From an optimization exercise on the open Yosys and OpenROAD flow, aimed at small area, a short achievable clock period and few clock cycles per item; shortcuts taken in it are not production practice. Function was checked by simulation only, so behaviour that the tests miss may differ from the original.

===== flow/constraint.sdc =====
create_clock -name core_clock -period 7.0 [get_ports {clk}]
set_input_delay 1.4000 -clock core_clock [delete_from_list [all_inputs] [get_ports {clk}]]
set_output_delay 1.4000 -clock core_clock [all_outputs]
set_load 0.01 [all_outputs]

===== flow/standard.sh =====
#!/bin/bash
# synth_recipe.tcl (not shown) runs the flow's synth.tcl, then flattens the netlist and writes it again
# the make line also repeats each setting of config.mk as NAME=value (left out here)
make -C /OpenROAD-flow-scripts/flow DESIGN_CONFIG=/design/flow/config.mk WORK_HOME=/design/flow/orfs CLKGATE_MAP_FILE= SYNTH_SCRIPT=/design/flow/synth_recipe.tcl "${@:-finish}"

===== flow/config.mk =====
export PLATFORM = sky130hd
export DESIGN_NAME = fnv_lane_mix
export DESIGN_NICKNAME = fnv_lane_mix
export VERILOG_FILES = /design/flow/design.v
export SDC_FILE = /design/flow/constraint.sdc
export NUM_CORES = 4
export LEC_CHECK = 0
export CAP_MARGIN = 20
export CORE_MARGIN = 2
export CORE_UTILIZATION = 58
export CTS_BUF_LIST = sky130_fd_sc_hd__clkbuf_8
export CTS_CLUSTER_DIAMETER = 50
export CTS_CLUSTER_SIZE = 18
export SETUP_SLACK_MARGIN = 1.8
export SLEW_MARGIN = 20

===== flow/design.v =====
module fnv_lane_mix #(
  parameter int             LANES     = 4,
  parameter int             W         = 32,
  parameter logic [W-1:0]   FNV_PRIME = 32'h01000193
) (
  input  logic               clk,
  input  logic               rst,
  input  logic               in_valid,
  output logic               in_ready,
  input  logic [1:0]         mode,
  input  logic [LANES*W-1:0] a,
  input  logic [LANES*W-1:0] b,
  output logic               out_valid,
  input  logic               out_ready,
  output logic [LANES*W-1:0] c,
  output logic [W-1:0]       digest,
  output logic               out_err
);
  logic         adv;
  logic         v1_q, v2_q, v3_q;
  logic [1:0]   md1_q, md2_q, md3_q;
  logic         f1_q, f2_q;
  logic [W-1:0] r1_l0_q, r1_l3_q, r1_m1_q, r1_x1_q, r1_m2_q, r1_x2_q;
  logic [W-1:0] r2_l0_q, r2_l1_q, r2_l3_q, r2_m2_q, r2_x2_q;
  logic [W-1:0] r3_l0_q, r3_l1_q, r3_l3_q, r3_y2_q;
  logic [W-1:0] a0, a1, a2, a3, b0, b1, b2, b3;
  logic [W-1:0] bx0, bx1, bx2, bx3;
  logic [W-1:0] y0, y3, m1, x1, m2, x2, y1, y2;
  logic         l2;
  assign adv      = !v3_q || out_ready;
  assign in_ready = adv;
  assign {a3, a2, a1, a0} = a;
  assign {b3, b2, b1, b0} = b;
  assign bx0 = mode[0] ? a0 ^ b0 : a0;
  assign bx1 = mode[0] ? a1 ^ b1 : a1;
  assign bx2 = mode[0] ? a2 ^ b2 : a2;
  assign bx3 = mode[0] ? a3 ^ b3 : a3;
  fnv_mulpx u_mul0 (.x(bx0), .k(mode[1] ? a1 : mode[0] ? '0 : b0), .y(y0));
  fnv_mulpx u_mul3 (.x(bx3), .k(mode[0] ? '0 : b3), .y(y3));
  assign m1 = bx1;
  assign x1 = mode[1] ? a2 : mode[0] ? '0 : b1;
  assign m2 = bx2;
  assign x2 = mode[1] ? a3 : mode[0] ? '0 : b2;
  fnv_mulpx u_mul1 (.x(f1_q ? r1_l0_q : r1_m1_q), .k(r1_x1_q), .y(y1));
  assign l2 = !md2_q[1];
  fnv_mulpx u_mul2 (.x(f2_q ? r2_l1_q : r2_m2_q), .k(r2_x2_q), .y(y2));
  always_ff @(posedge clk) begin
    if (rst) begin
      v1_q <= 1'b0;
      v2_q <= 1'b0;
      v3_q <= 1'b0;
    end else if (adv) begin
      v1_q <= in_valid;
      v2_q <= v1_q;
      v3_q <= v2_q;
    end
  end
  always_ff @(posedge clk) begin
    if (adv) begin
      md1_q   <= mode;
      f1_q    <= (mode == 2'd2);
      r1_l0_q <= y0;
      r1_l3_q <= y3;
      r1_m1_q <= m1;
      r1_x1_q <= x1;
      r1_m2_q <= m2;
      r1_x2_q <= x2;
      md2_q   <= md1_q;
      f2_q    <= f1_q;
      r2_l0_q <= r1_l0_q;
      r2_l1_q <= y1;
      r2_l3_q <= r1_l3_q;
      r2_m2_q <= r1_m2_q;
      r2_x2_q <= r1_x2_q;
      md3_q   <= md2_q;
      r3_l0_q <= l2 ? r2_l0_q : '0;
      r3_l1_q <= l2 ? r2_l1_q : '0;
      r3_l3_q <= l2 ? r2_l3_q : '0;
      r3_y2_q <= y2;
    end
  end
  assign out_valid = v3_q;
  assign c         = {r3_l3_q, md3_q[1] ? '0 : r3_y2_q, r3_l1_q, r3_l0_q};
  assign digest    = (md3_q == 2'd2) ? r3_y2_q : '0;
  assign out_err   = (md3_q == 2'd3);
endmodule
module fnv_mulpx (input logic [31:0] x, input logic [31:0] k, output logic [31:0] y);
  logic [31:0] r0, r1;
  logic t1, t2, t3, t4, t5, t6, t7, t8, t9, t10, t11, t12, t13, t14, t15, t16;
  logic t17, t18, t19, t20, t21, t22, t23, t24, t25, t26, t27, t28, t29, t30, t31, t32;
  logic t33, t34, t35, t36, t37, t38, t39, t40, t41, t42, t43, t44, t45, t46, t47, t48;
  logic t49, t50, t51, t52, t53, t54, t55, t56, t57, t58, t59, t60, t61, t62, t63, t64;
  logic t65, t66, t67, t68, t69, t70, t71, t72, t73, t74, t75, t76, t77, t78, t79, t80;
  logic t81, t82, t83, t84, t85, t86, t87, t88, t89, t90, t91, t92, t93, t94, t95, t96;
  logic t97, t98, t99, t100, t101, t102, t103, t104, t105, t106, t107, t108, t109, t110, t111, t112;
  logic t113, t114, t115, t116, t117, t118, t119, t120, t121, t122, t123, t124, t125, t126, t127, t128;
  logic t129, t130, t131, t132, t133, t134, t135, t136, t137, t138, t139, t140, t141, t142, t143, t144;
  logic t145, t146, t147, t148, t149, t150, t151, t152, t153, t154, t155, t156, t157, t158, t159, t160;
  logic t161, t162, t163, t164, t165, t166;
  assign t1 = x[8] ^ x[7];
  assign t2 = x[8] & x[7];
  assign t3 = x[9] ^ x[8] ^ x[5];
  assign t4 = (x[9] & x[8]) | (x[9] & x[5]) | (x[8] & x[5]);
  assign t5 = x[10] ^ x[9] ^ x[6];
  assign t6 = (x[10] & x[9]) | (x[10] & x[6]) | (x[9] & x[6]);
  assign t7 = x[11] ^ x[10] ^ x[7];
  assign t8 = (x[11] & x[10]) | (x[11] & x[7]) | (x[10] & x[7]);
  assign t9 = x[12] ^ x[11] ^ x[8];
  assign t10 = (x[12] & x[11]) | (x[12] & x[8]) | (x[11] & x[8]);
  assign t11 = x[13] ^ x[12] ^ x[9];
  assign t12 = (x[13] & x[12]) | (x[13] & x[9]) | (x[12] & x[9]);
  assign t13 = x[14] ^ x[13] ^ x[10];
  assign t14 = (x[14] & x[13]) | (x[14] & x[10]) | (x[13] & x[10]);
  assign t15 = x[15] ^ x[14] ^ x[11];
  assign t16 = (x[15] & x[14]) | (x[15] & x[11]) | (x[14] & x[11]);
  assign t17 = x[16] ^ x[15] ^ x[12];
  assign t18 = (x[16] & x[15]) | (x[16] & x[12]) | (x[15] & x[12]);
  assign t19 = x[17] ^ x[16] ^ x[13];
  assign t20 = (x[17] & x[16]) | (x[17] & x[13]) | (x[16] & x[13]);
  assign t21 = x[18] ^ x[17] ^ x[14];
  assign t22 = (x[18] & x[17]) | (x[18] & x[14]) | (x[17] & x[14]);
  assign t23 = x[19] ^ x[18] ^ x[15];
  assign t24 = (x[19] & x[18]) | (x[19] & x[15]) | (x[18] & x[15]);
  assign t25 = x[20] ^ x[19] ^ x[16];
  assign t26 = (x[20] & x[19]) | (x[20] & x[16]) | (x[19] & x[16]);
  assign t27 = x[21] ^ x[20] ^ x[17];
  assign t28 = (x[21] & x[20]) | (x[21] & x[17]) | (x[20] & x[17]);
  assign t29 = x[22] ^ x[21] ^ x[18];
  assign t30 = (x[22] & x[21]) | (x[22] & x[18]) | (x[21] & x[18]);
  assign t31 = x[23] ^ x[22] ^ x[19];
  assign t32 = (x[23] & x[22]) | (x[23] & x[19]) | (x[22] & x[19]);
  assign t33 = x[24] ^ x[23] ^ x[20];
  assign t34 = (x[24] & x[23]) | (x[24] & x[20]) | (x[23] & x[20]);
  assign t35 = x[17] ^ x[16];
  assign t36 = x[17] & x[16];
  assign t37 = x[25] ^ x[24] ^ x[21];
  assign t38 = (x[25] & x[24]) | (x[25] & x[21]) | (x[24] & x[21]);
  assign t39 = x[18] ^ x[17] ^ x[1];
  assign t40 = (x[18] & x[17]) | (x[18] & x[1]) | (x[17] & x[1]);
  assign t41 = x[26] ^ x[25] ^ x[22];
  assign t42 = (x[26] & x[25]) | (x[26] & x[22]) | (x[25] & x[22]);
  assign t43 = x[19] ^ x[18] ^ x[2];
  assign t44 = (x[19] & x[18]) | (x[19] & x[2]) | (x[18] & x[2]);
  assign t45 = x[27] ^ x[26] ^ x[23];
  assign t46 = (x[27] & x[26]) | (x[27] & x[23]) | (x[26] & x[23]);
  assign t47 = x[20] ^ x[19] ^ x[3];
  assign t48 = (x[20] & x[19]) | (x[20] & x[3]) | (x[19] & x[3]);
  assign t49 = x[28] ^ x[27] ^ x[24];
  assign t50 = (x[28] & x[27]) | (x[28] & x[24]) | (x[27] & x[24]);
  assign t51 = x[21] ^ x[20] ^ x[4];
  assign t52 = (x[21] & x[20]) | (x[21] & x[4]) | (x[20] & x[4]);
  assign t53 = x[29] ^ x[28] ^ x[25];
  assign t54 = (x[29] & x[28]) | (x[29] & x[25]) | (x[28] & x[25]);
  assign t55 = x[22] ^ x[21] ^ x[5];
  assign t56 = (x[22] & x[21]) | (x[22] & x[5]) | (x[21] & x[5]);
  assign t57 = x[30] ^ x[29] ^ x[26];
  assign t58 = (x[30] & x[29]) | (x[30] & x[26]) | (x[29] & x[26]);
  assign t59 = x[23] ^ x[22] ^ x[6];
  assign t60 = (x[23] & x[22]) | (x[23] & x[6]) | (x[22] & x[6]);
  assign t61 = x[31] ^ x[30] ^ x[27];
  assign t62 = x[24] ^ x[23] ^ x[7];
  assign t63 = x[7] ^ x[6];
  assign t64 = x[7] & x[6];
  assign t65 = t1 ^ x[4] ^ x[1];
  assign t66 = (t1 & x[4]) | (t1 & x[1]) | (x[4] & x[1]);
  assign t67 = t3 ^ x[2] ^ x[1];
  assign t68 = (t3 & x[2]) | (t3 & x[1]) | (x[2] & x[1]);
  assign t69 = t5 ^ x[3] ^ x[2];
  assign t70 = (t5 & x[3]) | (t5 & x[2]) | (x[3] & x[2]);
  assign t71 = t7 ^ x[4] ^ x[3];
  assign t72 = (t7 & x[4]) | (t7 & x[3]) | (x[4] & x[3]);
  assign t73 = t9 ^ x[5] ^ x[4];
  assign t74 = (t9 & x[5]) | (t9 & x[4]) | (x[5] & x[4]);
  assign t75 = t11 ^ x[6] ^ x[5];
  assign t76 = (t11 & x[6]) | (t11 & x[5]) | (x[6] & x[5]);
  assign t77 = t13 ^ x[7] ^ x[6];
  assign t78 = (t13 & x[7]) | (t13 & x[6]) | (x[7] & x[6]);
  assign t79 = t15 ^ x[8] ^ x[7];
  assign t80 = (t15 & x[8]) | (t15 & x[7]) | (x[8] & x[7]);
  assign t81 = t17 ^ x[9] ^ x[8];
  assign t82 = (t17 & x[9]) | (t17 & x[8]) | (x[9] & x[8]);
  assign t83 = t19 ^ x[10] ^ x[9];
  assign t84 = (t19 & x[10]) | (t19 & x[9]) | (x[10] & x[9]);
  assign t85 = t21 ^ x[11] ^ x[10];
  assign t86 = (t21 & x[11]) | (t21 & x[10]) | (x[11] & x[10]);
  assign t87 = t23 ^ x[12] ^ x[11];
  assign t88 = (t23 & x[12]) | (t23 & x[11]) | (x[12] & x[11]);
  assign t89 = t25 ^ x[13] ^ x[12];
  assign t90 = (t25 & x[13]) | (t25 & x[12]) | (x[13] & x[12]);
  assign t91 = t27 ^ x[14] ^ x[13];
  assign t92 = (t27 & x[14]) | (t27 & x[13]) | (x[14] & x[13]);
  assign t93 = t29 ^ x[15] ^ x[14];
  assign t94 = (t29 & x[15]) | (t29 & x[14]) | (x[15] & x[14]);
  assign t95 = t31 ^ x[16] ^ x[15];
  assign t96 = (t31 & x[16]) | (t31 & x[15]) | (x[16] & x[15]);
  assign t97 = t33 ^ t35 ^ x[0];
  assign t98 = (t33 & t35) | (t33 & x[0]) | (t35 & x[0]);
  assign t99 = t37 ^ t39 ^ t34;
  assign t100 = (t37 & t39) | (t37 & t34) | (t39 & t34);
  assign t101 = t41 ^ t43 ^ t38;
  assign t102 = (t41 & t43) | (t41 & t38) | (t43 & t38);
  assign t103 = t45 ^ t47 ^ t42;
  assign t104 = (t45 & t47) | (t45 & t42) | (t47 & t42);
  assign t105 = t49 ^ t51 ^ t46;
  assign t106 = (t49 & t51) | (t49 & t46) | (t51 & t46);
  assign t107 = t53 ^ t55 ^ t50;
  assign t108 = (t53 & t55) | (t53 & t50) | (t55 & t50);
  assign t109 = t57 ^ t59 ^ t54;
  assign t110 = (t57 & t59) | (t57 & t54) | (t59 & t54);
  assign t111 = t61 ^ t62 ^ t58;
  assign t112 = x[4] ^ x[3];
  assign t113 = x[4] & x[3];
  assign t114 = x[5] ^ x[4] ^ x[1];
  assign t115 = (x[5] & x[4]) | (x[5] & x[1]) | (x[4] & x[1]);
  assign t116 = x[6] ^ x[5] ^ x[2];
  assign t117 = (x[6] & x[5]) | (x[6] & x[2]) | (x[5] & x[2]);
  assign t118 = t63 ^ x[3] ^ x[0];
  assign t119 = (t63 & x[3]) | (t63 & x[0]) | (x[3] & x[0]);
  assign t120 = t65 ^ x[0] ^ t64;
  assign t121 = (t65 & x[0]) | (t65 & t64) | (x[0] & t64);
  assign t122 = t67 ^ t2 ^ t66;
  assign t123 = (t67 & t2) | (t67 & t66) | (t2 & t66);
  assign t124 = t69 ^ t4 ^ t68;
  assign t125 = (t69 & t4) | (t69 & t68) | (t4 & t68);
  assign t126 = t71 ^ t6 ^ t70;
  assign t127 = (t71 & t6) | (t71 & t70) | (t6 & t70);
  assign t128 = t73 ^ t8 ^ t72;
  assign t129 = (t73 & t8) | (t73 & t72) | (t8 & t72);
  assign t130 = t75 ^ t10 ^ t74;
  assign t131 = (t75 & t10) | (t75 & t74) | (t10 & t74);
  assign t132 = t77 ^ t12 ^ t76;
  assign t133 = (t77 & t12) | (t77 & t76) | (t12 & t76);
  assign t134 = t79 ^ t14 ^ t78;
  assign t135 = (t79 & t14) | (t79 & t78) | (t14 & t78);
  assign t136 = t81 ^ t16 ^ t80;
  assign t137 = (t81 & t16) | (t81 & t80) | (t16 & t80);
  assign t138 = t83 ^ t18 ^ t82;
  assign t139 = (t83 & t18) | (t83 & t82) | (t18 & t82);
  assign t140 = t85 ^ t20 ^ t84;
  assign t141 = (t85 & t20) | (t85 & t84) | (t20 & t84);
  assign t142 = t87 ^ t22 ^ t86;
  assign t143 = (t87 & t22) | (t87 & t86) | (t22 & t86);
  assign t144 = t89 ^ t24 ^ t88;
  assign t145 = (t89 & t24) | (t89 & t88) | (t24 & t88);
  assign t146 = t91 ^ t26 ^ t90;
  assign t147 = (t91 & t26) | (t91 & t90) | (t26 & t90);
  assign t148 = t93 ^ t28 ^ t92;
  assign t149 = (t93 & t28) | (t93 & t92) | (t28 & t92);
  assign t150 = t95 ^ t30 ^ t94;
  assign t151 = (t95 & t30) | (t95 & t94) | (t30 & t94);
  assign t152 = t97 ^ t32 ^ t96;
  assign t153 = (t97 & t32) | (t97 & t96) | (t32 & t96);
  assign t154 = t99 ^ t36 ^ t98;
  assign t155 = (t99 & t36) | (t99 & t98) | (t36 & t98);
  assign t156 = t101 ^ t40 ^ t100;
  assign t157 = (t101 & t40) | (t101 & t100) | (t40 & t100);
  assign t158 = t103 ^ t44 ^ t102;
  assign t159 = (t103 & t44) | (t103 & t102) | (t44 & t102);
  assign t160 = t105 ^ t48 ^ t104;
  assign t161 = (t105 & t48) | (t105 & t104) | (t48 & t104);
  assign t162 = t107 ^ t52 ^ t106;
  assign t163 = (t107 & t52) | (t107 & t106) | (t52 & t106);
  assign t164 = t109 ^ t56 ^ t108;
  assign t165 = (t109 & t56) | (t109 & t108) | (t56 & t108);
  assign t166 = t111 ^ t60 ^ t110;
  assign r0 = {t166, t164, t162, t160, t158, t156, t154, t152, t150, t148, t146, t144, t142, t140, t138, t136, t134, t132, t130, t128, t126, t124, t122, t120, t118, t116, t114, t112, x[3], x[2], x[1], x[0]};
  assign r1 = {t165, t163, t161, t159, t157, t155, t153, t151, t149, t147, t145, t143, t141, t139, t137, t135, t133, t131, t129, t127, t125, t123, t121, t119, t117, t115, t113, x[0], x[2], x[1], x[0], 1'b0};
  logic [31:0] g0, p0;
  assign g0 = r0 & r1;
  assign p0 = r0 ^ r1;
  logic gg1; assign gg1 = g0[1] | (p0[1] & g0[0]);
  logic pp1; assign pp1 = p0[1] & p0[0];
  logic gg2; assign gg2 = g0[3] | (p0[3] & g0[2]);
  logic pp2; assign pp2 = p0[3] & p0[2];
  logic gg3; assign gg3 = g0[5] | (p0[5] & g0[4]);
  logic pp3; assign pp3 = p0[5] & p0[4];
  logic gg4; assign gg4 = g0[7] | (p0[7] & g0[6]);
  logic pp4; assign pp4 = p0[7] & p0[6];
  logic gg5; assign gg5 = g0[9] | (p0[9] & g0[8]);
  logic pp5; assign pp5 = p0[9] & p0[8];
  logic gg6; assign gg6 = g0[11] | (p0[11] & g0[10]);
  logic pp6; assign pp6 = p0[11] & p0[10];
  logic gg7; assign gg7 = g0[13] | (p0[13] & g0[12]);
  logic pp7; assign pp7 = p0[13] & p0[12];
  logic gg8; assign gg8 = g0[15] | (p0[15] & g0[14]);
  logic pp8; assign pp8 = p0[15] & p0[14];
  logic gg9; assign gg9 = g0[17] | (p0[17] & g0[16]);
  logic pp9; assign pp9 = p0[17] & p0[16];
  logic gg10; assign gg10 = g0[19] | (p0[19] & g0[18]);
  logic pp10; assign pp10 = p0[19] & p0[18];
  logic gg11; assign gg11 = g0[21] | (p0[21] & g0[20]);
  logic pp11; assign pp11 = p0[21] & p0[20];
  logic gg12; assign gg12 = g0[23] | (p0[23] & g0[22]);
  logic pp12; assign pp12 = p0[23] & p0[22];
  logic gg13; assign gg13 = g0[25] | (p0[25] & g0[24]);
  logic pp13; assign pp13 = p0[25] & p0[24];
  logic gg14; assign gg14 = g0[27] | (p0[27] & g0[26]);
  logic pp14; assign pp14 = p0[27] & p0[26];
  logic gg15; assign gg15 = g0[29] | (p0[29] & g0[28]);
  logic pp15; assign pp15 = p0[29] & p0[28];
  logic gg16; assign gg16 = g0[31] | (p0[31] & g0[30]);
  logic pp16; assign pp16 = p0[31] & p0[30];
  logic gg17; assign gg17 = g0[2] | (p0[2] & gg1);
  logic pp17; assign pp17 = p0[2] & pp1;
  logic gg18; assign gg18 = gg2 | (pp2 & gg1);
  logic pp18; assign pp18 = pp2 & pp1;
  logic gg19; assign gg19 = g0[6] | (p0[6] & gg3);
  logic pp19; assign pp19 = p0[6] & pp3;
  logic gg20; assign gg20 = gg4 | (pp4 & gg3);
  logic pp20; assign pp20 = pp4 & pp3;
  logic gg21; assign gg21 = g0[10] | (p0[10] & gg5);
  logic pp21; assign pp21 = p0[10] & pp5;
  logic gg22; assign gg22 = gg6 | (pp6 & gg5);
  logic pp22; assign pp22 = pp6 & pp5;
  logic gg23; assign gg23 = g0[14] | (p0[14] & gg7);
  logic pp23; assign pp23 = p0[14] & pp7;
  logic gg24; assign gg24 = gg8 | (pp8 & gg7);
  logic pp24; assign pp24 = pp8 & pp7;
  logic gg25; assign gg25 = g0[18] | (p0[18] & gg9);
  logic pp25; assign pp25 = p0[18] & pp9;
  logic gg26; assign gg26 = gg10 | (pp10 & gg9);
  logic pp26; assign pp26 = pp10 & pp9;
  logic gg27; assign gg27 = g0[22] | (p0[22] & gg11);
  logic pp27; assign pp27 = p0[22] & pp11;
  logic gg28; assign gg28 = gg12 | (pp12 & gg11);
  logic pp28; assign pp28 = pp12 & pp11;
  logic gg29; assign gg29 = g0[26] | (p0[26] & gg13);
  logic pp29; assign pp29 = p0[26] & pp13;
  logic gg30; assign gg30 = gg14 | (pp14 & gg13);
  logic pp30; assign pp30 = pp14 & pp13;
  logic gg31; assign gg31 = g0[30] | (p0[30] & gg15);
  logic pp31; assign pp31 = p0[30] & pp15;
  logic gg32; assign gg32 = gg16 | (pp16 & gg15);
  logic pp32; assign pp32 = pp16 & pp15;
  logic gg33; assign gg33 = g0[4] | (p0[4] & gg18);
  logic pp33; assign pp33 = p0[4] & pp18;
  logic gg34; assign gg34 = gg3 | (pp3 & gg18);
  logic pp34; assign pp34 = pp3 & pp18;
  logic gg35; assign gg35 = gg19 | (pp19 & gg18);
  logic pp35; assign pp35 = pp19 & pp18;
  logic gg36; assign gg36 = gg20 | (pp20 & gg18);
  logic pp36; assign pp36 = pp20 & pp18;
  logic gg37; assign gg37 = g0[12] | (p0[12] & gg22);
  logic pp37; assign pp37 = p0[12] & pp22;
  logic gg38; assign gg38 = gg7 | (pp7 & gg22);
  logic pp38; assign pp38 = pp7 & pp22;
  logic gg39; assign gg39 = gg23 | (pp23 & gg22);
  logic pp39; assign pp39 = pp23 & pp22;
  logic gg40; assign gg40 = gg24 | (pp24 & gg22);
  logic pp40; assign pp40 = pp24 & pp22;
  logic gg41; assign gg41 = g0[20] | (p0[20] & gg26);
  logic pp41; assign pp41 = p0[20] & pp26;
  logic gg42; assign gg42 = gg11 | (pp11 & gg26);
  logic pp42; assign pp42 = pp11 & pp26;
  logic gg43; assign gg43 = gg27 | (pp27 & gg26);
  logic pp43; assign pp43 = pp27 & pp26;
  logic gg44; assign gg44 = gg28 | (pp28 & gg26);
  logic pp44; assign pp44 = pp28 & pp26;
  logic gg45; assign gg45 = g0[28] | (p0[28] & gg30);
  logic pp45; assign pp45 = p0[28] & pp30;
  logic gg46; assign gg46 = gg15 | (pp15 & gg30);
  logic pp46; assign pp46 = pp15 & pp30;
  logic gg47; assign gg47 = gg31 | (pp31 & gg30);
  logic pp47; assign pp47 = pp31 & pp30;
  logic gg48; assign gg48 = gg32 | (pp32 & gg30);
  logic pp48; assign pp48 = pp32 & pp30;
  logic gg49; assign gg49 = g0[8] | (p0[8] & gg36);
  logic pp49; assign pp49 = p0[8] & pp36;
  logic gg50; assign gg50 = gg5 | (pp5 & gg36);
  logic pp50; assign pp50 = pp5 & pp36;
  logic gg51; assign gg51 = gg21 | (pp21 & gg36);
  logic pp51; assign pp51 = pp21 & pp36;
  logic gg52; assign gg52 = gg22 | (pp22 & gg36);
  logic pp52; assign pp52 = pp22 & pp36;
  logic gg53; assign gg53 = gg37 | (pp37 & gg36);
  logic pp53; assign pp53 = pp37 & pp36;
  logic gg54; assign gg54 = gg38 | (pp38 & gg36);
  logic pp54; assign pp54 = pp38 & pp36;
  logic gg55; assign gg55 = gg39 | (pp39 & gg36);
  logic pp55; assign pp55 = pp39 & pp36;
  logic gg56; assign gg56 = gg40 | (pp40 & gg36);
  logic pp56; assign pp56 = pp40 & pp36;
  logic gg57; assign gg57 = g0[24] | (p0[24] & gg44);
  logic pp57; assign pp57 = p0[24] & pp44;
  logic gg58; assign gg58 = gg13 | (pp13 & gg44);
  logic pp58; assign pp58 = pp13 & pp44;
  logic gg59; assign gg59 = gg29 | (pp29 & gg44);
  logic pp59; assign pp59 = pp29 & pp44;
  logic gg60; assign gg60 = gg30 | (pp30 & gg44);
  logic pp60; assign pp60 = pp30 & pp44;
  logic gg61; assign gg61 = gg45 | (pp45 & gg44);
  logic pp61; assign pp61 = pp45 & pp44;
  logic gg62; assign gg62 = gg46 | (pp46 & gg44);
  logic pp62; assign pp62 = pp46 & pp44;
  logic gg63; assign gg63 = gg47 | (pp47 & gg44);
  logic pp63; assign pp63 = pp47 & pp44;
  logic gg64; assign gg64 = gg48 | (pp48 & gg44);
  logic pp64; assign pp64 = pp48 & pp44;
  logic gg65; assign gg65 = g0[16] | (p0[16] & gg56);
  logic pp65; assign pp65 = p0[16] & pp56;
  logic gg66; assign gg66 = gg9 | (pp9 & gg56);
  logic pp66; assign pp66 = pp9 & pp56;
  logic gg67; assign gg67 = gg25 | (pp25 & gg56);
  logic pp67; assign pp67 = pp25 & pp56;
  logic gg68; assign gg68 = gg26 | (pp26 & gg56);
  logic pp68; assign pp68 = pp26 & pp56;
  logic gg69; assign gg69 = gg41 | (pp41 & gg56);
  logic pp69; assign pp69 = pp41 & pp56;
  logic gg70; assign gg70 = gg42 | (pp42 & gg56);
  logic pp70; assign pp70 = pp42 & pp56;
  logic gg71; assign gg71 = gg43 | (pp43 & gg56);
  logic pp71; assign pp71 = pp43 & pp56;
  logic gg72; assign gg72 = gg44 | (pp44 & gg56);
  logic pp72; assign pp72 = pp44 & pp56;
  logic gg73; assign gg73 = gg57 | (pp57 & gg56);
  logic pp73; assign pp73 = pp57 & pp56;
  logic gg74; assign gg74 = gg58 | (pp58 & gg56);
  logic pp74; assign pp74 = pp58 & pp56;
  logic gg75; assign gg75 = gg59 | (pp59 & gg56);
  logic pp75; assign pp75 = pp59 & pp56;
  logic gg76; assign gg76 = gg60 | (pp60 & gg56);
  logic pp76; assign pp76 = pp60 & pp56;
  logic gg77; assign gg77 = gg61 | (pp61 & gg56);
  logic pp77; assign pp77 = pp61 & pp56;
  logic gg78; assign gg78 = gg62 | (pp62 & gg56);
  logic pp78; assign pp78 = pp62 & pp56;
  logic gg79; assign gg79 = gg63 | (pp63 & gg56);
  logic pp79; assign pp79 = pp63 & pp56;
  logic gg80; assign gg80 = gg64 | (pp64 & gg56);
  logic pp80; assign pp80 = pp64 & pp56;
  logic [31:0] cc;
  assign cc[0] = 1'b0;
  assign cc[1] = g0[0];
  assign cc[2] = gg1;
  assign cc[3] = gg17;
  assign cc[4] = gg18;
  assign cc[5] = gg33;
  assign cc[6] = gg34;
  assign cc[7] = gg35;
  assign cc[8] = gg36;
  assign cc[9] = gg49;
  assign cc[10] = gg50;
  assign cc[11] = gg51;
  assign cc[12] = gg52;
  assign cc[13] = gg53;
  assign cc[14] = gg54;
  assign cc[15] = gg55;
  assign cc[16] = gg56;
  assign cc[17] = gg65;
  assign cc[18] = gg66;
  assign cc[19] = gg67;
  assign cc[20] = gg68;
  assign cc[21] = gg69;
  assign cc[22] = gg70;
  assign cc[23] = gg71;
  assign cc[24] = gg72;
  assign cc[25] = gg73;
  assign cc[26] = gg74;
  assign cc[27] = gg75;
  assign cc[28] = gg76;
  assign cc[29] = gg77;
  assign cc[30] = gg78;
  assign cc[31] = gg79;
  assign y = (p0 ^ k) ^ cc;
endmodule

===== flow/flow/run.sh =====
#!/bin/bash
# Standard layout, but the port buffers that placement inserts on every input and
# output are the smallest buffer (buf_1); timing repair resizes them where needed.
set -euo pipefail
bash standard.sh BUFFER_PORTS_ARGS="-buffer_cell sky130_fd_sc_hd__buf_1" finish > flow_standard.log 2>&1

==> results.ini, run 1 <==
[clocking]
cts_tree = done
ctsHoldBuffers = 0
clockRootBuffer = clkbuf_8
clkSlewWorstSetupHoldPaths_ps = 110
cts_sinks = 491
clk_path_buf_depth = 3
numCtsBuffers = 50
cts_max_level = 2
worstSkewPairLatency_ps = 700

[final_layout]
n_fill_cell = 4436
seq_area_sq_mm = 0.0147
fin_nets = 3929
syn2layout_area_growth_pct = 15.7
drive_gt1_frac = 0.105
multi_input_area_sq_mm = 0.0186

[grt]
grt-ovfl-total = 0
grt_pass1_wl_mm = 138
grt_pass1_vias = 22852
antenna_found_initial = 6
grt_max_degree = 151
gr-usage-all-layers = 0.312

[timing]
post-route-period-util = 0.730
final_hold_viol_count = 0
skew_ps = 31.8
layout_min_cycle_time_ps = 5110
max_freq_mhz = 196
setup_viol = 0
rsz0062_at_grt = true
tightest_slew_ps = 1120
slew_violations = 0
relSlewSlack = 0.234
fin_setup_tns_ps = 0

[route]
route.vias.total = 22283
vias_per_cell = 5.49
ant_nets = 0
dr.pass1.iters = 6
route.detailed.drc = 0
drt_wl_total_mm = 93.5
initialDrtViolationCount = 1810
wl_per_cell_um = 23.0

[die]
coreArea_sq_mm = 0.0575
die_y_um = 245
rows = 88
die-area_sq_mm = 0.0598
die_w_um = 245
io_pins = 425
start_util = 0.584

[critical_path]
path_delay_family = adder cells
worstPathRequired_ps = 7430
slowest_stage = fa_1
cpMostUsedCell = fa_1
crit_path_start_kind = primary input
critPathMaxStageDelay_ps = 490
path_cells = clkbuf_16 -> buf_12 -> nand2_4 -> xor2_4 -> inv_2 -> fa_1 -> fa_1 -> inv_1 -> fa_1 -> inv_2 -> ha_4 -> and3_4 -> nand3_2 -> or4_1 -> o32a_1 -> o21ba_4 -> o21bai_1 -> xnor2_1
cp_max_fo = 18
path_class = primary input to flip-flop
rr_worst_depth = 15
cp_num_buf_inv = 5
cp.depth = 18
end_kind = flip-flop
arrival_ps = 5540

[synthesis]
synth_cells = 2776
muxShareOfSynthArea = 0.0209
synth_compound_area_frac = 0.0648
avgSynthCellArea_sq_um = 12.1
ys_warn_count = 1
synth_edf_count = 488
synth_top_family_by_area = adder cells
synthArstFlopShare = 0
synth_nets = 3452
yosysSeqAreaShare = 0.438
synth_seq_cells = 491
netlist_area_sq_mm = 0.0336
synth_simple_gate_area_frac = 0.0918
synth_cell_types = 71
synth_ff_type = edfxtp_1
synth_xor_area_frac = 0.129
synthAdderAreaFrac = 0.214

[placement]
portBuffers = 424
dp_hpwl_mm = 75.0
gp_congestion = 0.986

[hold_path]
holdPathStages = 0
min_path_type = flip-flop to flip-flop

[status]
outcome = no timing/DRC/antenna violations

[job]
drv_cap = 0

layout by cell type (no fill, tap or decap), drive strengths merged, types with 10 or more instances in the layout:
cell type,Yosys,layout
xor2,111,111
o21bai,15,15
nand2,225,225
a21oi,107,107
a22oi,31,31
and2,38,38
nand2b,80,80
nor2b,153,153
a21o,41,41
mux2,26,26
clkinv,1,11
maj3,10,10
edfxtp,488,488
mux2i,41,41
inv,292,316
xnor2,373,373
buf,15,492
nand3,19,19
fa,254,254
ha,160,160
o21ai,98,98
nor2,40,40
clkbuf,55,53
per-layer routing:
metal | share of wire | up-vias | track usage
met4 | 0.037 | 2 | 0.104
met3 | 0.074 | 158 | 0.0519
met2 | 0.47 | 849 | 0.494
met5 | 0.00014 | - | 0
met1 | 0.42 | 11027 | 0.441
li1 | - | 10247 | -
cells in the mapped netlist (3+ instances only):
library cell,count,area share
o21ai_1,10,0.0015
a21oi_2,3,0.00078
or2_2,6,0.0011
inv_1,291,0.033
a41o_1,3,0.00089
a31oi_1,4,0.00075
fa_1,254,0.15
nand2_1,225,0.025
clkbuf_1,55,0.0061
buf_2,10,0.0015
o21bai_1,14,0.0031
dfxtp_1,3,0.0018
xor2_2,7,0.0034
maj3_1,10,0.0030
o21a_1,4,0.00089
o21ai_0,88,0.013
and2_1,38,0.0071
ha_1,160,0.060
mux2_2,26,0.0087
a21oi_1,104,0.015
a211oi_1,5,0.0011
and4_1,5,0.0013
a21boi_0,5,0.0011
a31o_1,3,0.00078
nand4_1,9,0.0017
and3_1,8,0.0015
mux2i_1,41,0.012
buf_1,5,0.00056
a22oi_1,31,0.0069
nand3_1,19,0.0028
a21o_1,41,0.0092
a211o_1,3,0.00078
xor2_1,104,0.027
xnor2_1,372,0.097
o211ai_1,5,0.0011
nor3_1,4,0.00060
nor2_1,40,0.0045
nand2b_1,80,0.015
edfxtp_1,488,0.44
or2_1,3,0.00056
nor2b_1,153,0.029
final cells by class:
class	count	area share
Clock buffer	50	0.0177
Multi-Input combinational cell	1922	0.479
Clock inverter	42	0.0129
Sequential cell	491	0.379
Inverter	293	0.0283
Timing Repair Buffer	495	0.0586
Tap cell	765	0.0246
Antenna cell	3	0.000193
worst paths after layout:
check | slack (ps) | from | endpoint
min reg2reg | 400 | r1_l3_q[2] | r2_l3_q[2]
max | 1890 | mode[0] | r1_l0_q[30]
max reg2reg | 1890 | f2_q | r3_y2_q[31]
min | 400 | r1_l3_q[2] | r2_l3_q[2]
cells by family (layout without fill, tap and decap cells):
group | Yosys count | after routing
compound gates | 347 | 347
xor+xnor | 486 | 486
fa+ha+maj | 424 | 424
buf+inv | 363 | 880
flops | 491 | 491
mux | 67 | 67
other cells | 0 | 3
simple gates | 598 | 598
per-stage QoR:
stage / worst slack, ps / util / hold WS, ps / area [sq um] / cells
after floorplan: 815 / - / 400 / 34300 / 2776
after global placement: 601 / 0.640 / 401 / 36800 / 3933
after detailed placement: 581 / 0.640 / 405 / 36800 / 3933
after CTS: 1780 / 0.664 / 405 / 38200 / 4029
after global routing: 1730 / 0.676 / 397 / 38900 / 4061
final: 1890 / 0.676 / 403 / 38900 / 4061
timing repair:
item                                    4_1_cts  5_1_grt
endpoints found under the hold margin         0        0
buffers inserted                              4       28
gates cloned                                  0        1
pin swaps                                     4       18
gates resized for setup                      23       81
endpoints found under the setup margin       57       40
Testbench counts, summed over its fixed seeds: cycles 4,824, items 4,800.
==> inputs of run 2 (changes only) <==
--- a/flow/config.mk
+++ b/flow/config.mk
@@ -9,3 +9,3 @@
 export CORE_MARGIN = 2
-export CORE_UTILIZATION = 58
+export CORE_UTILIZATION = 52
 export CTS_BUF_LIST = sky130_fd_sc_hd__clkbuf_8
==> results.ini, run 2 <==
[route]
drt_wl_total_mm = 96.6
dr.pass1.iters = 5
route.detailed.drc = 0
vias_per_cell = 5.35
route.vias.total = 22287
initialDrtViolationCount = 1674
ant_nets = 0
wl_per_cell_um = 23.2

[critical_path]
path_class = primary input to flip-flop
crit_start = mode[0]
arrival_ps = 5570
cp_max_fo = 15
endpoint = r1_l0_q[13]
r2r_end = r3_y2_q[30]
rrSetupSlack_ps = 1850
crit-reg2reg-launch = f2_q
end_kind = flip-flop
crit_path_start_kind = primary input
rr_worst_depth = 16
worstPathRequired_ps = 7400

[final_layout]
fin_nets = 3939
final_common_cell = edfxtp_1
seq_area_sq_mm = 0.0147
drive_gt1_frac = 0.108
multi_input_area_sq_mm = 0.0186
finalInstanceArea_sq_mm = 0.0392
syn2layout_area_growth_pct = 16.8
n_fill_cell = 5309
layout_common_cells = edfxtp_1 (488), buf_1 (419), xnor2_1 (357)

[timing]
post-route-period-util = 0.739
skew_ps = 34.8
fin_setup_tns_ps = 0
relSlewSlack = 0.266
layout_min_cycle_time_ps = 5170
rsz0062_at_grt = true
max_freq_mhz = 193
setup_viol = 0
slew_violations = 0
final_hold_viol_count = 0
tightest_slew_ps = 1100

[synthesis]
yosys-top-cells-count = edfxtp_1 (488), xnor2_1 (372), inv_1 (291), fa_1 (254), nand2_1 (225)
synthAdderAreaFrac = 0.214
synth_cells = 2776
synth_simple_gate_area_frac = 0.0918
synth_nets = 3452
synth_top_cell_area_share = 0.436
synthArstFlopShare = 0
yosysSeqAreaShare = 0.438
synth_cell_types = 71
netlist_area_sq_mm = 0.0336
synth_edf_count = 488
ys_warn_count = 1
avgSynthCellArea_sq_um = 12.1
yosysTopAreaCell = edfxtp_1
synth_top_family_by_area = adder cells
synth_ff_type = edfxtp_1
synth_compound_area_frac = 0.0648
synthTopCellsByArea = edfxtp_1 (44%), fa_1 (15%), xnor2_1 (9.7%)
synth.most_common_cell = edfxtp_1
synth_seq_cells = 491
muxShareOfSynthArea = 0.0209
synth_xor_area_frac = 0.129

[placement]
portBuffers = 424
gp_congestion = 0.989
post_dp_cell_area_sq_mm = 0.0370
dp_hpwl_mm = 76.5

[clocking]
clk_path_buf_depth = 3
cts_sinks = 491
clkSlewWorstSetupHoldPaths_ps = 90
ctsHoldBuffers = 0
clockRootBuffer = clkbuf_8
worstSkewPairLatency_ps = 710
numCtsBuffers = 55
cts_tree = done
cts_max_level = 2

[die]
die-area_sq_mm = 0.0666
start_util = 0.524
coreArea_sq_mm = 0.0641
io_pins = 425
die_w_um = 258
rows = 93
die_y_um = 258

[status]
outcome = no timing/DRC/antenna violations

[grt]
grt_pass1_vias = 22862
grt_max_degree = 184
grt_pass1_wl_mm = 142
antenna_found_initial = 6
gr-usage-all-layers = 0.288
grt-ovfl-total = 0

[hold_path]
min_path_type = flip-flop to flip-flop

[job]
drv_cap = 0

==> run 2: changes by cell type in the layout (fill, tap and decap cells not counted), sizes merged <==
cell	change
clkbuf	+10
clkinv	+7
inv	-5
clkinvlp	+2
buf	+1
bufinv	+1
==> run 2: final cells by class <==
type                    count  share of cell area
multi-input cells        1922               0.474
flip-flops and latches    491               0.375
repair buffers            500              0.0609
inverters                 293              0.0281
well taps                 855              0.0273
clock buffers              56              0.0196
clock inverters            47              0.0148
diodes                      3            0.000191
==> run 2: critical path, stage by stage <==
cell and delay [ps]:
clkbuf_16 190, buf_12 160, nand2_4 60, xor2_4 160
buf_4 160, fa_1 490, inv_1 60, fa_1 520
fa_1 450, ha_4 270, and4_1 170, o21ai_1 160
and2_1 240, o211ai_1 180, a21o_1 240, xnor2_1 610
==> run 2: worst min-delay path by stage <==
| stage | from | endpoint | slack [ps] | cells after the start |
|---|---|---|---|---|
| after floorplan | md1_q[0] | md2_q[0] | 400 | 0 |
| after global placement | r1_m2_q[14] | r2_m2_q[14] | 400 | 0 |
| after detailed placement | md1_q[1] | md2_q[1] | 400 | 0 |
| after CTS | r1_l0_q[4] | r2_l0_q[4] | 420 | 0 |
| after global routing | r1_l3_q[16] | r2_l3_q[16] | 420 | 0 |
| final | r1_l3_q[16] | r2_l3_q[16] | 420 | 0 |
==> run 2: stage by stage <==
step	std cells	worst slack [ps]	util	hold WS, ps
floorplan	2776	815	-	400
global placement	4028	542	0.576	401
detailed placement	4028	513	0.577	405
CTS	4143	1810	0.602	416
global route	4167	1700	0.612	417
finish	4167	1830	0.612	417
==> run 2: cell families (layout without fill, tap and decap cells) <==
| family | count (synthesis) | count (layout) |
|---|---|---|
| xor+xnor | 486 | 486 |
| mux | 67 | 67 |
| other cells | 0 | 3 |
| simple gates | 598 | 598 |
| flops | 491 | 491 |
| compound gates | 347 | 347 |
| fa+ha+maj | 424 | 424 |
| buf+inv | 363 | 896 |
==> run 2: timing repair <==
item                                    CTS  global route
gates resized for setup                  28            65
endpoints found under the hold margin     0             0
endpoints found under the setup margin   57            30
pin swaps                                 2            19
gates cloned                              0             3
setup buffers                            12            18
==> run 2: layer usage <==
| metal | wire length (um) | vias up | global-route usage |
|---|---|---|---|
| li1 | - | 10277 | - |
| met1 | 42500 | 11155 | 0.411 |
| met2 | 44400 | 705 | 0.453 |
| met3 | 6050 | 148 | 0.0439 |
| met4 | 3620 | 2 | 0.0976 |
| met5 | 13 | - | 0 |
==> inputs of run 3 (changes only) <==
--- a/flow/config.mk
+++ b/flow/config.mk
@@ -9,6 +9,6 @@
 export CORE_MARGIN = 2
-export CORE_UTILIZATION = 52
-export CTS_BUF_LIST = sky130_fd_sc_hd__clkbuf_8
-export CTS_CLUSTER_DIAMETER = 50
-export CTS_CLUSTER_SIZE = 18
+export CORE_UTILIZATION = 65
+export CTS_BUF_LIST = sky130_fd_sc_hd__clkbuf_16
+export CTS_CLUSTER_DIAMETER = 60
+export CTS_CLUSTER_SIZE = 30
 export SETUP_SLACK_MARGIN = 1.8
==> results.ini, run 3 <==
[status]
outcome = no timing/DRC/antenna violations

[critical_path]
path_class = primary input to flip-flop
worstPathRequired_ps = 7400
cp_num_buf_inv = 5
cpMostUsedCell = inv_1
critPathMaxStageDelay_ps = 530
end_kind = flip-flop
arrival_ps = 5550
path_cells = buf_6 -> nand2_1 -> xor2_1 -> buf_4 -> inv_1 -> ha_4 -> fa_1 -> inv_1 -> fa_1 -> inv_1 -> ha_4 -> and4_1 -> o21ai_1 -> and2_1 -> o211ai_1 -> a21o_1 -> a21oi_2 -> xnor2_1
path_delay_family = adder cells
cp_max_fo = 16
crit_path_start_kind = primary input
slowest_stage = fa_1

[die]
die-area_sq_mm = 0.0535
rows = 83
start_util = 0.656
die_w_um = 231
io_pins = 425
die_y_um = 231
coreArea_sq_mm = 0.0512

[hold_path]
min_path_type = flip-flop to flip-flop

[clocking]
numCtsBuffers = 31
cts_sinks = 491
clockRootBuffer = clkbuf_16
clkSlewWorstSetupHoldPaths_ps = 100
ctsHoldBuffers = 0
clk_path_buf_depth = 3
cts_max_level = 1
worstSkewPairLatency_ps = 640
cts_tree = done

[final_layout]
final_common_cell = edfxtp_1
drive_gt1_frac = 0.0999
final_cells = 3947
fin_nets = 3914
syn2layout_area_growth_pct = 15.8
layout_common_cells = edfxtp_1 (488), buf_1 (418), xnor2_1 (356)

[grt]
antenna_found_initial = 9
gr-usage-all-layers = 0.343
grt_pass1_vias = 22913
grt_pass1_wl_mm = 136
grt_max_degree = 176
grt-ovfl-total = 0

[synthesis]
netlist_area_sq_mm = 0.0336
synth_edf_count = 488
ys_warn_count = 1
synth_nets = 3452
synthTopCellsByArea = edfxtp_1 (44%), fa_1 (15%), xnor2_1 (9.7%)
avgSynthCellArea_sq_um = 12.1
yosysTopAreaCell = edfxtp_1
synth.most_common_cell = edfxtp_1
yosys-top-cells-count = edfxtp_1 (488), xnor2_1 (372), inv_1 (291), fa_1 (254), nand2_1 (225)
synth_cells = 2776
synth_ff_type = edfxtp_1
synth_cell_types = 71
synth_seq_cells = 491
yosysSeqAreaShare = 0.438
synth_top_cell_area_share = 0.436
synthArstFlopShare = 0

[timing]
fin_setup_tns_ps = 0
tightest_slew_ps = 1060
final_hold_viol_count = 0
skew_ps = 23.2
setup_viol = 0
post-route-period-util = 0.736
layout_min_cycle_time_ps = 5150
hold-worst-slack_ps = 408
max_freq_mhz = 194
slew_violations = 0
relSlewSlack = 0.271
rsz0062_at_grt = true

[route]
initialDrtViolationCount = 2159
ant_nets = 0
route.vias.total = 22610
wl_per_cell_um = 23.2
route.detailed.drc = 0
drt_wl_total_mm = 91.7
vias_per_cell = 5.73
dr.pass1.iters = 6

[placement]
gp_congestion = 1.00
dp_hpwl_mm = 72.9
dp.cells = 3842
portBuffers = 424

[job]
drv_cap = 0

[run 3: cell counts after synthesis]
No cell type changed its count.
[run 3: cell families (layout without fill, tap and decap cells)]
group,after synthesis,in the layout,synth area share
AOI/OAI and AO/OA,347,347,0.0648
xor gates and xnor gates,486,486,0.129
adders and majority gates,424,424,0.214
buffers and inverters,363,850,0.0409
DFF,491,491,0.438
muxes,67,67,0.0209
other,0,4,0
and+or+nand+nor,598,598,0.0918
[run 3: worst paths after layout]
| kind | startpoint | end | slack (ps) | cells after the start |
|---|---|---|---|---|
| max | mode[0] | r1_l0_q[14] | 1850 | 18 |
| min | r1_l3_q[3] | r2_l3_q[3] | 410 | 0 |
| max reg2reg | f2_q | r3_y2_q[31] | 2030 | 16 |
| min reg2reg | r1_l3_q[3] | r2_l3_q[3] | 410 | 0 |
[run 3: metrics by stage]
step                cell area, sq um  worst slack (ps)  utilization
floorplan                      34300               815            -
global placement               36700               726        0.716
detailed placement             36700               612        0.716
CTS                            38200              1780        0.745
global route                   38900              1770        0.759
finish                         38900              1850        0.759
[run 3: layout make-up]
type | instances | area (sq um)
Antenna cell | 4 | 10.0
Clock buffer | 31 | 776
Clock inverter | 27 | 399
Fill cell | 3403 | 12300
Inverter | 293 | 1110
Multi-Input combinational cell | 1922 | 18700
Sequential cell | 491 | 14700
Tap cell | 680 | 851
Timing Repair Buffer | 499 | 2340
[run 3: worst register-to-register path, delay by kind of cell (launching register included)]
family / cells / cell delay (ps)
AND/OR/NAND/NOR: 1 / 140
adder cells (fa/ha/maj): 4 / 1630
multiplexers: 2 / 540
AO/OA/AOI/OAI: 6 / 1540
flip-flops: 1 / 430
buffers and inverters: 3 / 520
[run 3: repair_timing]
item                       CTS  global route
pin swaps                    5            25
resized for setup           34            84
setup endpoints to repair   51            35
setup buffers                9            29
gates cloned                 1             2
[run 3: metal layers]
layer	track usage	up-vias	routed length [um]
met5	0	-	34
met4	0.145	6	4510
met3	0.0616	178	8410
met2	0.536	1023	42800
met1	0.478	11205	36000
li1	-	10198	-
==> inputs of run 4 (changes only) <==
==> flow/flow/run.sh (replaced) <==
#!/bin/bash
# Standard layout, but the port buffers that placement inserts on every input and
# output are the smallest buffer (buf_1); timing repair resizes them where needed.
# Each step's full output goes to a log of its own here (ORFS also keeps its
# per-tool logs under orfs/logs/).
set -euo pipefail
for step in synth floorplan place cts route finish; do
  bash standard.sh BUFFER_PORTS_ARGS="-buffer_cell sky130_fd_sc_hd__buf_1" "$step" > "log_$step.txt" 2>&1
done
--- a/flow/config.mk
+++ b/flow/config.mk
@@ -9,6 +9,7 @@
 export CORE_MARGIN = 2
-export CORE_UTILIZATION = 65
-export CTS_BUF_LIST = sky130_fd_sc_hd__clkbuf_16
-export CTS_CLUSTER_DIAMETER = 60
-export CTS_CLUSTER_SIZE = 30
+export CORE_UTILIZATION = 58
+export CTS_BUF_LIST = sky130_fd_sc_hd__clkbuf_8
+export CTS_CLUSTER_DIAMETER = 50
+export CTS_CLUSTER_SIZE = 18
+export GPL_TIMING_DRIVEN = 0
 export SETUP_SLACK_MARGIN = 1.8
==> results.ini, run 4 <==
[timing]
tightest_slew_ps = 1090
layout_min_cycle_time_ps = 5390
skew_ps = 67.0
relSlewSlack = 0.256
max_freq_mhz = 186
setup_viol = 0
hold-worst-slack_ps = 380
post-route-period-util = 0.770
final_hold_viol_count = 0
slew_violations = 0
rsz0062_at_grt = true

[clocking]
clockRootBuffer = clkbuf_8
cts_tree = done
clk_path_buf_depth = 3
cts_sinks = 491
cts_max_level = 2
clkSlewWorstSetupHoldPaths_ps = 100
worstSkewPairLatency_ps = 740
numCtsBuffers = 53

[synthesis]
yosys-top-cells-count = edfxtp_1 (488), xnor2_1 (372), inv_1 (291), fa_1 (254), nand2_1 (225)
synthArstFlopShare = 0
ys_warn_count = 1
synth_top_cell_area_share = 0.436
yosysTopAreaCell = edfxtp_1
synth_cell_types = 71
synth_nets = 3452
synth.most_common_cell = edfxtp_1
synth_cells = 2776
avgSynthCellArea_sq_um = 12.1
synth_ff_type = edfxtp_1
yosysSeqAreaShare = 0.438
synth_edf_count = 488
synthTopCellsByArea = edfxtp_1 (44%), fa_1 (15%), xnor2_1 (9.7%)
netlist_area_sq_mm = 0.0336
synth_seq_cells = 491

[hold_path]
min_path_type = flip-flop to flip-flop

[die]
coreArea_sq_mm = 0.0575
die-area_sq_mm = 0.0598
start_util = 0.584
rows = 88
die_y_um = 245
io_pins = 425
die_w_um = 245

[grt]
grt-ovfl-total = 0
gr-usage-all-layers = 0.332
antenna_found_initial = 10
grt_pass1_wl_mm = 145
grt_max_degree = 61
grt_pass1_vias = 23547

[placement]
post_dp_cell_area_sq_mm = 0.0371
gp_congestion = 1.04
dp_hpwl_mm = 78.9
portBuffers = 424

[route]
wl_per_cell_um = 23.8
route.vias.total = 23456
initialDrtViolationCount = 1891
dr.pass1.iters = 7
drt_wl_total_mm = 100
route.detailed.drc = 0
vias_per_cell = 5.57
ant_nets = 0

[final_layout]
finalInstanceArea_sq_mm = 0.0410
layout_common_cells = edfxtp_1 (488), buf_1 (425), xnor2_1 (341)
final_common_cell = edfxtp_1
drive_gt1_frac = 0.154
fin_nets = 4076
syn2layout_area_growth_pct = 22.1

[critical_path]
end_kind = flip-flop
arrival_ps = 5840
cp_max_fo = 6
worstPathRequired_ps = 7450
crit_path_start_kind = primary input
path_class = primary input to flip-flop

[status]
outcome = no timing/DRC/antenna violations

[job]
drv_cap = 0

-- run 4: cell counts after synthesis --
No cell type changed its count.
-- run 4: what timing repair did --
item	CTS	global route
setup endpoints to repair	83	43
hold buffers	0	0
buffers inserted	71	62
gates cloned	3	1
resized for setup	177	96
pin swaps	51	64
-- run 4: final cells by class --
| cell class | instances | area, sq um |
|---|---|---|
| Multi-Input combinational cell | 1922 | 19400 |
| Fill cell | 4200 | 16500 |
| Sequential cell | 491 | 14700 |
| Timing Repair Buffer | 569 | 2970 |
| Inverter | 293 | 1120 |
| Tap cell | 765 | 957 |
| Clock buffer | 53 | 729 |
| Clock inverter | 46 | 581 |
| Buffer | 70 | 546 |
| Antenna cell | 5 | 12.5 |
-- run 4: cell families (layout without fill, tap and decap cells) --
group / Yosys count / count (layout) / share of synthesized area
flops: 491 / 491 / 0.438
compound gates: 347 / 347 / 0.0648
other cells: 0 / 5 / 0
simple gates: 598 / 598 / 0.0918
xor+xnor: 486 / 486 / 0.129
buf+inv: 363 / 1031 / 0.0409
mux: 67 / 67 / 0.0209
fa+ha+maj: 424 / 424 / 0.214
-- run 4: routing by layer --
layer / vias up / global-route usage / part of all wire
met1: 11694 / 0.451 / 0.40
met5: - / 0 / 0.00071
met3: 210 / 0.0641 / 0.083
met2: 973 / 0.529 / 0.47
met4: 12 / 0.136 / 0.046
li1: 10567 / - / -
-- run 4: worst max-delay path, cell delays in order --
cell      delay (ps)
buf_8            100
buf_12           120
buf_12           140
buf_12           140
buf_16           140
buf_12           140
nand2_8           70
xor2_4           170
inv_2             80
fa_1             450
fa_1             490
inv_1             50
fa_1             490
inv_2             50
ha_4             260
and3_4           210
nand3_4           90
or4_1            470
o32a_1           270
o21ba_4          240
o21bai_1         160
xnor2_1           80
-- run 4: metrics by stage --
step / util / cells / setup WS, ps / setup TNS [ps]
final: 0.714 / 4214 / 1610 / 0
after global routing: 0.714 / 4211 / 1500 / 0
after CTS: 0.697 / 4146 / 1610 / 0
after detailed placement: 0.645 / 3973 / -210 / -636
after global placement: 0.641 / 3965 / -710 / -3160
after floorplan: - / 2776 / 815 / 0
-- run 4: final timing paths --
kind              slack, ps           to  depth (start not counted)   startpoint
hold / removal          380  r2_m2_q[18]                          0  r1_m2_q[18]
hold reg to reg         380  r2_m2_q[18]                          0  r1_m2_q[18]
setup reg to reg       1790  r3_y2_q[31]                         18         f2_q
setup / recovery       1610  r1_l0_q[30]                         22      mode[0]
==> inputs of run 5 (changes only) <==
--- a/flow/config.mk
+++ b/flow/config.mk
@@ -13,3 +13,2 @@
 export CTS_CLUSTER_SIZE = 18
-export GPL_TIMING_DRIVEN = 0
 export SETUP_SLACK_MARGIN = 1.8
==> results.ini, run 5 <==
[synthesis]
synth_seq_cells = 491
yosysSeqAreaShare = 0.438
synth_cell_types = 71
synthArstFlopShare = 0
yosys-top-cells-count = edfxtp_1 (488), xnor2_1 (372), inv_1 (291), fa_1 (254), nand2_1 (225)
synth_ff_type = edfxtp_1
synth_top_cell_area_share = 0.436
netlist_area_sq_mm = 0.0336
synth.most_common_cell = edfxtp_1
avgSynthCellArea_sq_um = 12.1
ys_warn_count = 1
synth_edf_count = 488
synth_cells = 2776
synthTopCellsByArea = edfxtp_1 (44%), fa_1 (15%), xnor2_1 (9.7%)
synth_nets = 3452
yosysTopAreaCell = edfxtp_1

[timing]
setup_viol = 0
post-route-period-util = 0.730
layout_min_cycle_time_ps = 5110
relSlewSlack = 0.234
final_hold_viol_count = 0
slew_violations = 0
rsz0062_at_grt = true
max_freq_mhz = 196
skew_ps = 31.8
hold-worst-slack_ps = 403
fin_setup_tns_ps = 0
tightest_slew_ps = 1120

[route]
dr.pass1.iters = 6
wl_per_cell_um = 23.0
initialDrtViolationCount = 1810
route.detailed.drc = 0
route.vias.total = 22283
drt_wl_total_mm = 93.5
vias_per_cell = 5.49
ant_nets = 0

[clocking]
clkSlewWorstSetupHoldPaths_ps = 110
cts_tree = done
clk_path_buf_depth = 3
clockRootBuffer = clkbuf_8
cts_max_level = 2
ctsHoldBuffers = 0
numCtsBuffers = 50
cts_sinks = 491
worstSkewPairLatency_ps = 700

[die]
io_pins = 425
die-area_sq_mm = 0.0598
start_util = 0.584
coreArea_sq_mm = 0.0575
rows = 88
die_y_um = 245
die_w_um = 245

[critical_path]
path_cells = clkbuf_16 -> buf_12 -> nand2_4 -> xor2_4 -> inv_2 -> fa_1 -> fa_1 -> inv_1 -> fa_1 -> inv_2 -> ha_4 -> and3_4 -> nand3_2 -> or4_1 -> o32a_1 -> o21ba_4 -> o21bai_1 -> xnor2_1
worstPathRequired_ps = 7430
slowest_stage = fa_1
arrival_ps = 5540
critPathMaxStageDelay_ps = 490
path_class = primary input to flip-flop
end_kind = flip-flop
rr_worst_depth = 15
cpMostUsedCell = fa_1
crit_path_start_kind = primary input
cp_max_fo = 18

[final_layout]
syn2layout_area_growth_pct = 15.7
drive_gt1_frac = 0.105
layout_common_cells = edfxtp_1 (488), buf_1 (421), xnor2_1 (360)
final_common_cell = edfxtp_1
fin_nets = 3929

[placement]
portBuffers = 424
dp_hpwl_mm = 75.0
gp_congestion = 0.986

[job]
drv_cap = 0

[hold_path]
holdPathStages = 0
min_path_type = flip-flop to flip-flop

[grt]
grt-ovfl-total = 0
gr-usage-all-layers = 0.312
grt_pass1_wl_mm = 138
grt_max_degree = 151
grt_pass1_vias = 22852
antenna_found_initial = 6

[status]
outcome = no timing/DRC/antenna violations

-- run 5: cell type report --
cell class                      count  area, sq um
Antenna cell                        3         7.51
Clock inverter                     42          503
Sequential cell                   491        14700
Clock buffer                       50          688
Tap cell                          765          957
Fill cell                        4436        18600
Timing Repair Buffer              495         2280
Inverter                          293         1100
Multi-Input combinational cell   1922        18600
-- run 5: per-layer routing --
layer / GRT usage / wire length, um
met1: 0.441 / 39400
met2: 0.494 / 43700
met3: 0.0519 / 6900
met4: 0.104 / 3430
met5: 0 / 13
-- run 5: path summary, 6_finish.rpt --
kind              start     endpoint  slack [ps]
max reg2reg        f2_q  r3_y2_q[31]        1890
min          r1_l3_q[2]   r2_l3_q[2]         400
min reg2reg  r1_l3_q[2]   r2_l3_q[2]         400
max             mode[0]  r1_l0_q[30]        1890
-- run 5: what timing repair did --
action / CTS / global route
setup endpoints to repair: 57 / 40
setup buffers: 4 / 28
pin swaps: 4 / 18
resized for setup: 23 / 81
gates cloned: 0 / 1
-- run 5: through the flow --
stage | setup slack (ps) | area [sq um] | utilization | std cells
finish | 1890 | 38900 | 0.676 | 4061
global route | 1730 | 38900 | 0.676 | 4061
CTS | 1780 | 38200 | 0.664 | 4029
detailed placement | 581 | 36800 | 0.640 | 3933
global placement | 601 | 36800 | 0.640 | 3933
floorplan | 815 | 34300 | - | 2776
-- run 5: logic make-up (layout without fill, tap and decap cells) --
group | after synthesis | count (layout) | synth area share
AOI/OAI and AO/OA | 347 | 347 | 0.0648
xor gates and xnor gates | 486 | 486 | 0.129
adders and majority gates | 424 | 424 | 0.214
buffers and inverters | 363 | 880 | 0.0409
DFF | 491 | 491 | 0.438
muxes | 67 | 67 | 0.0209
other | 0 | 3 | 0
and+or+nand+nor | 598 | 598 | 0.0918
-- run 5: worst max-delay path, delay by kind of cell --
| kind | cells | cell delay, ps |
|---|---|---|
| fa+ha+maj | 4 | 1730 |
| simple gates | 4 | 820 |
| compound gates | 3 | 650 |
| buf+inv | 5 | 570 |
| xor+xnor | 2 | 320 |
==> inputs of run 6 (changes only) <==
--- a/flow/config.mk
+++ b/flow/config.mk
@@ -13,2 +13,3 @@
 export CTS_CLUSTER_SIZE = 18
+export GPL_ROUTABILITY_DRIVEN = 0
 export SETUP_SLACK_MARGIN = 1.8
==> results.ini, run 6 <==
[status]
outcome = no timing/DRC/antenna violations

[synthesis]
ys_warn_count = 1
synth_cells = 2776
netlist_area_sq_mm = 0.0336
synth_simple_gate_area_frac = 0.0918
synth_nets = 3452
synth_edf_count = 488
synth_compound_area_frac = 0.0648
yosysSeqAreaShare = 0.438
synthAdderAreaFrac = 0.214
synthArstFlopShare = 0
muxShareOfSynthArea = 0.0209
synthTopCellsByArea = edfxtp_1 (44%), fa_1 (15%), xnor2_1 (9.7%)
synth_xor_area_frac = 0.129
synth_seq_cells = 491
yosysTopAreaCell = edfxtp_1
synth_ff_type = edfxtp_1
synth_top_cell_area_share = 0.436
yosys-top-cells-count = edfxtp_1 (488), xnor2_1 (372), inv_1 (291), fa_1 (254), nand2_1 (225)
synth_top_family_by_area = adder cells
avgSynthCellArea_sq_um = 12.1
synth.most_common_cell = edfxtp_1
synth_cell_types = 71

[timing]
setup_viol = 0
final_hold_viol_count = 0
fin_setup_tns_ps = 0
skew_ps = 42.7
tightest_slew_ps = 1060
max_freq_mhz = 197
post-route-period-util = 0.727
rsz0062_at_grt = true
hold-worst-slack_ps = 418
slew_violations = 0
layout_min_cycle_time_ps = 5090
relSlewSlack = 0.296

[critical_path]
worstPathRequired_ps = 7430
crit_path_start_kind = primary input
rrSetupSlack_ps = 1960
r2r_end = r2_l1_q[31]
rr_worst_depth = 17
end_kind = flip-flop
cp_max_fo = 16
arrival_ps = 5520
path_class = primary input to flip-flop
crit-reg2reg-launch = f1_q

[final_layout]
syn2layout_area_growth_pct = 16.4
fin_nets = 3943
layout_common_cells = edfxtp_1 (488), buf_1 (422), xnor2_1 (355)
final_common_cell = edfxtp_1
drive_gt1_frac = 0.109
n_fill_cell = 4404
final_cells = 4074

[die]
coreArea_sq_mm = 0.0575
die_w_um = 245
start_util = 0.584
die_y_um = 245
die-area_sq_mm = 0.0598
io_pins = 425
rows = 88

[grt]
antenna_found_initial = 6
gr-usage-all-layers = 0.298
grt_pass1_wl_mm = 132
grt_pass1_vias = 22170
grt_max_degree = 161
grt-ovfl-total = 0

[clocking]
clk_path_buf_depth = 3
ctsHoldBuffers = 0
clockRootBuffer = clkbuf_8
worstSkewPairLatency_ps = 670
clkSlewWorstSetupHoldPaths_ps = 100
cts_max_level = 2
numCtsBuffers = 48
cts_tree = done
cts_sinks = 491

[hold_path]
min_path_type = flip-flop to flip-flop
holdPathStages = 0
min_to = r2_l3_q[27]
hold_start = r1_l3_q[27]

[route]
route.detailed.drc = 0
route.vias.total = 22289
drt_wl_total_mm = 89.9
initialDrtViolationCount = 1622
dr.pass1.iters = 5
ant_nets = 0
vias_per_cell = 5.47
wl_per_cell_um = 22.1

[placement]
dp.cells = 3928
portBuffers = 424
dp_hpwl_mm = 71.3

[job]
drv_cap = 0

## run 6: final cells by class
type                       count  area [sq um]  share of cell area
inverter                     293          1100              0.0282
sequential                   491         14700               0.376
timing repair buffer         511          2460              0.0630
tap                          765           957              0.0245
multi-input combinational   1922         18700               0.478
antenna                        2          5.00            0.000128
clock inverter                41           484              0.0124
clock buffer                  49           674              0.0172
## run 6: worst max-delay path, cell delays in order
cell	delay, ps
clkbuf_16	190
buf_12	160
nand2_4	70
xor2_4	270
inv_2	120
fa_1	580
fa_1	450
fa_1	560
ha_4	240
a21o_1	160
a21o_1	180
a2111oi_1	320
o21ai_1	150
a31o_1	220
a21o_1	190
a21oi_2	140
xnor2_1	70
## run 6: cell families (layout without fill, tap and decap cells)
family                     Yosys count  after routing
and+or+nand+nor                    598            598
DFF                                491            491
buffers and inverters              363            894
adders and majority gates          424            424
xor gates and xnor gates           486            486
muxes                               67             67
other                                0              2
AOI/OAI and AO/OA                  347            347
## run 6: what timing repair did
action                     4_1_cts  5_1_grt
setup buffers                    7       44
pin swaps                        3       27
resized for setup               36       78
cloned                           0        3
setup endpoints to repair       54       29
## run 6: metal layers
metal / wire [um] / global-route usage
met1: 37200 / 0.416
met2: 41800 / 0.461
met3: 7500 / 0.0667
met4: 3390 / 0.106
met5: 56 / 0
## run 6: per-stage QoR
step | worst slack [ps] | util | instance area (sq um)
2_1_floorplan | 815 | - | 34300
3_3_place_gp | 709 | 0.640 | 36800
3_5_place_dp | 526 | 0.640 | 36800
4_1_cts | 1820 | 0.665 | 38200
5_1_grt | 1750 | 0.680 | 39100
6_report | 1910 | 0.680 | 39100
## run 6: how the worst max path moves through the flow
stage	start	to	slack, ps	depth (start not counted)
after floorplan	out_ready	in_ready	810	1
after global placement	mode[0]	r1_l3_q[30]	710	19
after detailed placement	mode[0]	r1_l3_q[30]	530	19
after CTS	f1_q	r2_l1_q[31]	1820	15
after global routing	f1_q	r2_l1_q[31]	1750	15
final	mode[0]	r1_l3_q[19]	1910	17

[afterwards: timing with drivers on the ports]
The results above use ideal ports. As a check the final layouts listed here were re-extracted and re-timed, cells and wires unchanged.
Step 1, drivers: a clkbuf_16 drives clk and a buf_2 each remaining input, both assumed.
Step 2 also shifts input and output timing later by t, the mid clock arrival at the registers, as if the neighbouring blocks saw the same clock.
Three values: ideal, step 1, step 2; two values: the first two.
run | shift t [ns] | slack for setup (ns) | worst setup path after step 2 | slew at the worst register clock pin (ns)
run 1 | 0.740 | 1.889 / 1.842 / 1.101 | input to register | 0.11 / 0.11
run 2 | 0.754 | 1.830 / 1.658 / 0.904 | input to register | 0.11 / 0.11
run 3 | 0.693 | 1.846 / 1.682 / 0.989 | input to register | 0.10 / 0.10
run 4 | 0.772 | 1.612 / 1.635 / 0.863 | input to register | 0.11 / 0.11
run 5 | 0.740 | 1.889 / 1.842 / 1.101 | input to register | 0.11 / 0.11
run 6 | 0.714 | 1.913 / 1.780 / 1.066 | input to register | 0.11 / 0.11
After both steps every run listed still meets setup and hold. For run 2, which loses most, drivers alone change the setup slack by -0.172 ns; drivers and shift together by -0.926 ns.
